Context: an optimization exercise on an open-source flow, tuned for small area, a short achievable clock period and few clock cycles per item. The choices shown serve that exercise and are no tape-out recipe.
At most, simulation tests tie the RTL to the original design; equivalence was not proved.

Design aes_inv_sub_bytes, start of the top module:
module aes_inv_sub_bytes (
  input  logic         i_clk,
  input  logic         i_rst,
  input  logic         i_valid,
  input  logic [127:0] i_data,
  output logic         o_ready,
  output logic         o_valid,
  input  logic         i_ready,
  output logic [127:0] o_data
);
==> flow/config.mk <==
export PLATFORM = sky130hd
export DESIGN_NAME = aes_inv_sub_bytes
export DESIGN_NICKNAME = aes_inv_sub_bytes
export VERILOG_FILES = /design/flow/design.v
export SDC_FILE = /design/flow/constraint.sdc
export NUM_CORES = 4
export LEC_CHECK = 0
export CAP_MARGIN = 20
export CORE_MARGIN = 2
export CORE_UTILIZATION = 65
export CTS_BUF_LIST = sky130_fd_sc_hd__clkbuf_8
export CTS_CLUSTER_DIAMETER = 50
export CTS_CLUSTER_SIZE = 14
export PLACE_DENSITY = 0.75
export SLEW_MARGIN = 20
==> flow/constraint.sdc <==
create_clock -name core_clock -period 20.0 [get_ports {i_clk}]
set_input_delay 4.0000 -clock core_clock [delete_from_list [all_inputs] [get_ports {i_clk}]]
set_output_delay 4.0000 -clock core_clock [all_outputs]
set_load 0.01 [all_outputs]
standard.sh (not shown) runs the stock make flow with config.mk's settings and CLKGATE_MAP_FILE= SYNTH_SCRIPT=/design/flow/synth_recipe.tcl, a recipe that flattens the netlist after the stock synthesis.
==> flow/flow/run.sh <==
#!/bin/bash
# Standard ORFS layout (the standard.sh), except that:
#  - Yosys's final ABC technology mapping uses flow/map.abc instead of ORFS's speed script
#    (all other synthesis steps, and so the registers and their names, are the standard ones);
#  - the make variables listed in flow/make_args (one VAR=value per line) are added.
set -euo pipefail
W=$PWD
{
  cat <<'TCL'
proc abc {args} {
  set i [lsearch -exact $args -script]
  if {$i >= 0} { lset args [expr {$i + 1}] $::env(FLOW_ABC_SCRIPT) }
  yosys abc {*}$args
}
TCL
  cat "$W/synth_recipe.tcl"
} > "$W/flow_synth.tcl"
sed "s#$W/synth_recipe.tcl#$W/flow_synth.tcl#g" "$W/standard.sh" > "$W/flow_standard.sh"
grep -q flow_synth.tcl "$W/flow_standard.sh"
export FLOW_ABC_SCRIPT="$W/flow/map.abc"
args=()
if [[ -f "$W/flow/make_args" ]]; then
  while IFS= read -r line; do
    [[ -n "$line" && "$line" != \#* ]] && args+=("$line")
  done < "$W/flow/make_args"
fi
bash "$W/flow_standard.sh" "${args[@]}" finish > "$W/flow_make.log" 2>&1
==> flow/flow/make_args <==
BUFFER_PORTS_ARGS=-buffer_cell sky130_fd_sc_hd__buf_1
SETUP_SLACK_MARGIN=14.5
==> flow/flow/map.abc <==
&get -n
&st
&dch -f
&nf -R 1000
&put
The starting point completed with no timing, DRC or antenna violations.
Testbench counts at the start, summed over its fixed seeds: cycles 400, items 384.
Then changed:
- CTS_BUF_LIST: sky130_fd_sc_hd__clkbuf_8 -> sky130_fd_sc_hd__clkbuf_4 sky130_fd_sc_hd__clkbuf_8
- CTS_CLUSTER_DIAMETER: 50 -> default
- CTS_CLUSTER_SIZE: 14 -> default
Effect: Global-route usage came out higher by 0.45 points. Die area is unchanged. Register-to-register slack gains 0.03 ns. Worst hold slack is about the same. Setup slack improved by 0.064 ns. Area after synthesis does not change. Non-clock buffer count is unchanged.
Then changed:
- CTS_BUF_LIST: sky130_fd_sc_hd__clkbuf_4 sky130_fd_sc_hd__clkbuf_8 -> sky130_fd_sc_hd__clkbuf_16
- CTS_CLUSTER_DIAMETER: default -> 50
- CTS_CLUSTER_SIZE: default -> 20
Outcome: First-iteration DRC count came out higher by about 4.5%. Wire length is lower by about 0.4%. Register-to-register slack gets worse by 0.03 ns. Non-clock buffer count does not change.

== main ==
aes_inv_sub_bytes, a different RTL version from the one above (not shown whole).
Size in the first run: ~2,700 cells after synthesis, roughly 260 I/O pins, ~28,000 um^2 of cells after synthesis.
clock: 20.0 ns
lec_check: 0
cap_margin: 20
core_margin: 2
core_utilization: 65
cts_buf_list: sky130_fd_sc_hd__clkbuf_4 sky130_fd_sc_hd__clkbuf_8
place_density: 0.75
slew_margin: 20
==> flow/flow/make_args <==
BUFFER_PORTS_ARGS=-buffer_cell sky130_fd_sc_hd__buf_1
SETUP_SLACK_MARGIN=14.2
Scripts as last shown in full above: flow/flow/run.sh, flow/flow/map.abc
Testbench counts of main, summed over its fixed seeds: cycles 400, items 384.
For the feature branch, these inputs were changed with respect to main:
==> flow/flow/make_args <==
BUFFER_PORTS_ARGS=-buffer_cell sky130_fd_sc_hd__buf_1
SETUP_SLACK_MARGIN=13.9
### Flow results
The feature branch: all stages complete, timing, DRC and antenna checks passed
Diff the feature branch..main | number of nets in the synthesized netlist | unchanged
Compared with main, the feature branch ends up with less cell area.
Comparing the feature branch and main, share of final-layout standard cells stronger than drive strength 1 is lower on the feature branch.
Reported for the feature branch and main, clock-buffer cell count turned out identical to the last digit.
Comparing the feature branch and main, the higher routed wire length is on main.
Going from main to the feature branch, core utilization has decreased; detail-routed net length per standard cell now smaller; share of cell area taken by flip-flops and latches higher.
Share of the cycle needed by the critical path after routing, the feature branch and main, higher one = the feature branch.

aes_inv_sub_bytes, a different RTL version from the one above (not shown whole).
For scale: about 4300 cells after synthesis, ~41000 um^2 of cells after synthesis.
Design aes_inv_sub_bytes, start of the top module:
module aes_inv_sub_bytes (
  input  logic         i_clk,
  input  logic         i_rst,
  input  logic         i_valid,
  input  logic [127:0] i_data,
  output logic         o_ready,
  output logic         o_valid,
  input  logic         i_ready,
  output logic [127:0] o_data
);
  function automatic logic [1:0] g4m(input logic [1:0] a, input logic [1:0] b);
    logic k, l0;
    k   = (a[1] ^ a[0]) & (b[1] ^ b[0]);
    l0  = a[0] & b[0];
    g4m = {k ^ l0, (a[1] & b[1]) ^ l0};
  endfunction
  function automatic logic [1:0] g4sq(input logic [1:0] a);
    g4sq = {a[1], a[1] ^ a[0]};
  endfunction
  function automatic logic [1:0] g4n(input logic [1:0] a);
    g4n = {a[1]^a[0], a[1]};
  endfunction
  function automatic logic [3:0] g16m(input logic [3:0] a, input logic [3:0] b);
    logic [1:0] l0;
    l0   = g4m(a[1:0], b[1:0]);
    g16m = {g4m(a[3:2] ^ a[1:0], b[3:2] ^ b[1:0]) ^ l0, g4n(g4m(a[3:2], b[3:2])) ^ l0};
  endfunction
  function automatic logic [3:0] g16sq(input logic [3:0] a);
  ...
make LEC_CHECK=0 CAP_MARGIN=20 CORE_MARGIN=2 CORE_UTILIZATION=40 SLEW_MARGIN=20 finish   # period 20.0 ns
run.sh (not shown) runs the stock make flow with config.mk's settings and CLKGATE_MAP_FILE= SYNTH_SCRIPT=/design/flow/synth_recipe.tcl, a recipe that flattens the netlist after the stock synthesis.
Stock flow here: none of the scripts above is used.
The starting point passed the timing, DRC and antenna checks.
Testbench counts at the start, summed over its fixed seeds: cycles 400, items 384.
==> next run, changes <==
==> flow/flow/run.sh (new file) <==
#!/bin/bash
# Standard ORFS layout (the standard.sh), except that:
#  - Yosys's final ABC technology mapping uses flow/map.abc instead of ORFS's speed script
#    (all other synthesis steps, and so the registers and their names, are the standard ones);
#  - the make variables listed in flow/make_args (one VAR=value per line) are added.
set -euo pipefail
W=$PWD
{
  cat <<'TCL'
proc abc {args} {
  set i [lsearch -exact $args -script]
  if {$i >= 0} { lset args [expr {$i + 1}] $::env(FLOW_ABC_SCRIPT) }
  yosys abc {*}$args
}
TCL
  cat "$W/synth_recipe.tcl"
} > "$W/flow_synth.tcl"
sed "s#$W/synth_recipe.tcl#$W/flow_synth.tcl#g" "$W/standard.sh" > "$W/flow_standard.sh"
grep -q flow_synth.tcl "$W/flow_standard.sh"
export FLOW_ABC_SCRIPT="$W/flow/map.abc"
args=()
if [[ -f "$W/flow/make_args" ]]; then
  while IFS= read -r line; do
    [[ -n "$line" && "$line" != \#* ]] && args+=("$line")
  done < "$W/flow/make_args"
fi
bash "$W/flow_standard.sh" "${args[@]}" finish > "$W/flow_make.log" 2>&1
==> flow/flow/make_args (new file) <==
BUFFER_PORTS_ARGS=-buffer_cell sky130_fd_sc_hd__buf_2
SETUP_SLACK_MARGIN=14.8
==> flow/flow/map.abc (new file) <==
&get -n
&st
&dch -f
&nf -R 1000
&put
==> flow/standard.sh (new file) <==
#!/bin/bash
# synth_recipe.tcl (not shown) runs the flow's synth.tcl, then flattens the netlist and writes it again
# the make line also repeats each setting of config.mk as NAME=value (left out here)
make -C /OpenROAD-flow-scripts/flow DESIGN_CONFIG=/design/flow/config.mk WORK_HOME=/design/flow/orfs CLKGATE_MAP_FILE= SYNTH_SCRIPT=/design/flow/synth_recipe.tcl "${@:-finish}"
--- a/flow/config.mk
+++ b/flow/config.mk
@@ -9,3 +9,4 @@
 export CORE_MARGIN = 2
 export CORE_UTILIZATION = 40
+export CTS_BUF_LIST = sky130_fd_sc_hd__clkbuf_4 sky130_fd_sc_hd__clkbuf_8
 export SLEW_MARGIN = 20
removed: flow/run.sh
Result:
- The new run ran to the end with no violations
- clock skew is lower by 0.0087 ns
- final cell count is lower by about 20%
- count of clock-buffer cells in the layout increases by 42
- routed wire length is lower by 17%
- die area goes down by 28%
- cell area came out higher by about 2.2%
- worst hold slack loses 0.0072 ns
- critical path depth increases by 4
- via count falls by 29%
==> next run, changes <==
==> flow/flow/make_args (replaced) <==
BUFFER_PORTS_ARGS=-buffer_cell sky130_fd_sc_hd__buf_1
SETUP_SLACK_MARGIN=13.9
--- a/flow/config.mk
+++ b/flow/config.mk
@@ -8,5 +8,6 @@
 export CAP_MARGIN = 20
 export CORE_MARGIN = 2
-export CORE_UTILIZATION = 40
+export CORE_UTILIZATION = 65
 export CTS_BUF_LIST = sky130_fd_sc_hd__clkbuf_4 sky130_fd_sc_hd__clkbuf_8
+export PLACE_DENSITY = 0.75
 export SLEW_MARGIN = 20
The changed run went through all stages and came out clean. Synthesized area does not change. Sequential cell count does not change. Via count fell by 12%. Clock skew rose by 0.015 ns. Cell area fell by 28%. Cell count fell by 19%. Routed wire length fell by 24%. Global-route usage rose by 7.5 points.

Another version of the RTL of aes_inv_sub_bytes (not shown whole).
For scale: ~2600 cells after synthesis, ~390 flip-flops, roughly 0.026 mm² of cells after synthesis.
export LEC_CHECK = 0
export CAP_MARGIN = 20
export CORE_MARGIN = 2
export CORE_UTILIZATION = 65
export CTS_BUF_LIST = sky130_fd_sc_hd__clkbuf_8
export CTS_CLUSTER_DIAMETER = 50
export CTS_CLUSTER_SIZE = 14
export PLACE_DENSITY = 0.75
export SLEW_MARGIN = 20
create_clock -name core_clock -period 20.0 [get_ports {i_clk}]
standard.sh (not shown) runs the stock make flow with config.mk's settings and CLKGATE_MAP_FILE= SYNTH_SCRIPT=/design/flow/synth_recipe.tcl, a recipe that flattens the netlist after the stock synthesis.
==> flow/flow/run.sh <==
#!/bin/bash
# Standard ORFS layout (the standard.sh), except that:
#  - Yosys's final ABC technology mapping uses flow/map.abc instead of ORFS's speed script
#    (all other synthesis steps, and so the registers and their names, are the standard ones);
#  - the make variables listed in flow/make_args (one VAR=value per line) are added.
set -euo pipefail
W=$PWD
{
  cat <<'TCL'
proc abc {args} {
  set i [lsearch -exact $args -script]
  if {$i >= 0} { lset args [expr {$i + 1}] $::env(FLOW_ABC_SCRIPT) }
  yosys abc {*}$args
}
TCL
  cat "$W/synth_recipe.tcl"
} > "$W/flow_synth.tcl"
sed "s#$W/synth_recipe.tcl#$W/flow_synth.tcl#g" "$W/standard.sh" > "$W/flow_standard.sh"
grep -q flow_synth.tcl "$W/flow_standard.sh"
export FLOW_ABC_SCRIPT="$W/flow/map.abc"
args=()
if [[ -f "$W/flow/make_args" ]]; then
  while IFS= read -r line; do
    [[ -n "$line" && "$line" != \#* ]] && args+=("$line")
  done < "$W/flow/make_args"
fi
bash "$W/flow_standard.sh" "${args[@]}" finish > "$W/flow_make.log" 2>&1
==> flow/flow/make_args <==
BUFFER_PORTS_ARGS=-buffer_cell sky130_fd_sc_hd__buf_1
SETUP_SLACK_MARGIN=14.5
==> flow/flow/map.abc <==
&get -n
&st
&dch -f
&nf -R 1000
&put
Next try:
==> flow/flow/make_args (replaced) <==
BUFFER_PORTS_ARGS=-buffer_cell sky130_fd_sc_hd__buf_1
SETUP_SLACK_MARGIN=14.8
=> Routed wire length went up by 1.3%. Hold slack is about the same. Via count hardly moves. Worst setup slack is better by 90 ps. Final cell count does not change. Fmax increases by 1.7%.
Function was not checked in any run of this note: the RTL went through the layout flow alone.

Setup of v1:
Another version of the RTL of aes_inv_sub_bytes (not shown whole).
Size in the first run: about 2500 cells after synthesis, roughly 0.025 sq mm of cells after synthesis.
export LEC_CHECK = 0
export CAP_MARGIN = 20
export CORE_MARGIN = 2
export CORE_UTILIZATION = 75
export CTS_BUF_LIST = sky130_fd_sc_hd__clkbuf_8
export CTS_CLUSTER_DIAMETER = 50
export CTS_CLUSTER_SIZE = 14
export PLACE_DENSITY = 0.85
export SLEW_MARGIN = 20
create_clock -name core_clock -period 20.0 [get_ports {i_clk}]
==> flow/flow/make_args <==
BUFFER_PORTS_ARGS=-buffer_cell sky130_fd_sc_hd__buf_1
SETUP_SLACK_MARGIN=14.8
ADDER_MAP_FILE=
==> flow/flow/map.abc <==
&get -n
&st
&b
&dch -f
&nf -R 1000
&put
Scripts as last shown in full above: flow/flow/run.sh
Testbench counts of v1, summed over its fixed seeds: cycles 400, items 384.
Inputs modified between v1 and v22:
==> flow/flow/map.abc <==
&get -n
&st
&dch -f
&nf -R 1000
&st
&dch -f
&nf -R 1000
&put
==> summary.txt <==
- Post-CTS setup buffer count: higher on v22
- Summary — slack of the worst reg-to-reg path, v22 relative to v1: higher, by 0.30 ns.
- Delta (v22 minus v1): number of antenna violations at the first check in global routing moved up, wire length on met2 moved up, worst-case reg-to-reg path depth moved down.
- The final cell area excluding filler cells in v22 was higher than what v1 gave.
- When v22 is set beside v1, its total wire length after detailed routing turns out to be about 8% larger.

== job 5540 ==
aes_inv_sub_bytes with an RTL version that a note above also has.
For scale: about 28000 um2 of cells after synthesis.
clock: 20.0 ns
lec_check: 0
cap_margin: 20
core_margin: 2
core_utilization: 65
cts_buf_list: sky130_fd_sc_hd__clkbuf_4 sky130_fd_sc_hd__clkbuf_8
place_density: 0.75
slew_margin: 20
==> flow/flow/make_args <==
BUFFER_PORTS_ARGS=-buffer_cell sky130_fd_sc_hd__buf_1
SETUP_SLACK_MARGIN=14.5
==> flow/flow/map.abc <==
&get -n
&st
&dch -f
&nf -R 1000
&put
Scripts as last shown in full above: flow/flow/run.sh
Testbench counts of job 5540, summed over its fixed seeds: cycles 400, items 384.
> inputs changed (job 5540 -> job 8164)
==> flow/flow/make_args <==
BUFFER_PORTS_ARGS=-buffer_cell sky130_fd_sc_hd__buf_1
SETUP_SLACK_MARGIN=14.8
Results
| final cycle utilization of the critical path | job 5540 vs job 8164 | ≈ equal |
~same clock skew in job 5540 and job 8164
In the flow results for job 5540 and job 8164, the overall global routing resource usage is smaller on job 5540.
Per the comparison of job 8164 with job 5540, fmax up 0.38%; clock-buffer cell count moved down.
The higher final design area excluding fillers of job 5540 and job 8164 is in job 8164.
First-pass GRT wire length (job 8164 vs. job 5540) increases by a few percent
Job 8164 vs. job 5540: critical path depth moved up.

==> re-timing with driven ports <==
Ports are ideal in the flow. The routed layouts listed here were re-timed in OpenROAD. Step 1 sets driving cells, clkbuf_16 on the clock port and buf_2 on the other inputs (assumed; they add their load-dependent delay and slew). Step 2, shift: input delay + t, output delay - t, t = (earliest + latest rising clock arrival at the registers) / 2. This alone moves slack from input paths to output paths. a / b / c = ideal ports / drivers / drivers and shift; a / b = the first two.
run	t, ns	setup slack, ns	worst hold slack (ns)
the first run of note 1	0.671	14.577 / 14.524 / 14.017	0.467 / 0.467 / 0.467
the second run of note 1	0.703	14.641 / 14.589 / 13.999	0.467 / 0.467 / 0.467
the third run of note 1	0.611	14.647 / 14.590 / 14.101	0.471 / 0.471 / 0.471
main	0.693	14.494 / 14.494 / 14.017	0.461 / 0.461 / 0.461
the feature branch	0.693	14.318 / 14.318 / 14.020	0.462 / 0.462 / 0.462
the first run of note 3	0.688	12.794 / 12.794 / 12.794	0.468 / 0.468 / 0.468
the second run of note 3	0.694	14.626 / 14.626 / 14.249	0.461 / 0.461 / 0.461
the third run of note 3	0.692	14.256 / 14.256 / 14.182	0.460 / 0.460 / 0.460
the first run of note 4	0.663	14.676 / 14.706 / 14.043	0.471 / 0.471 / 0.471
the second run of note 4	0.670	14.767 / 14.711 / 14.391	0.470 / 0.470 / 0.470
v1	0.619	14.758 / 14.747 / 14.157	0.455 / 0.455 / 0.455
v22	0.663	14.758 / 14.704 / 14.291	0.468 / 0.468 / 0.468
job 5540	0.690	14.677 / 14.639 / 14.013	0.461 / 0.461 / 0.461
job 8164	0.699	14.696 / 14.644 / 14.296	0.465 / 0.465 / 0.465
After both steps setup and hold are still met in every run listed. For job 5540, which loses most, drivers alone change the setup slack by -0.038 ns; drivers and shift together by -0.664 ns.
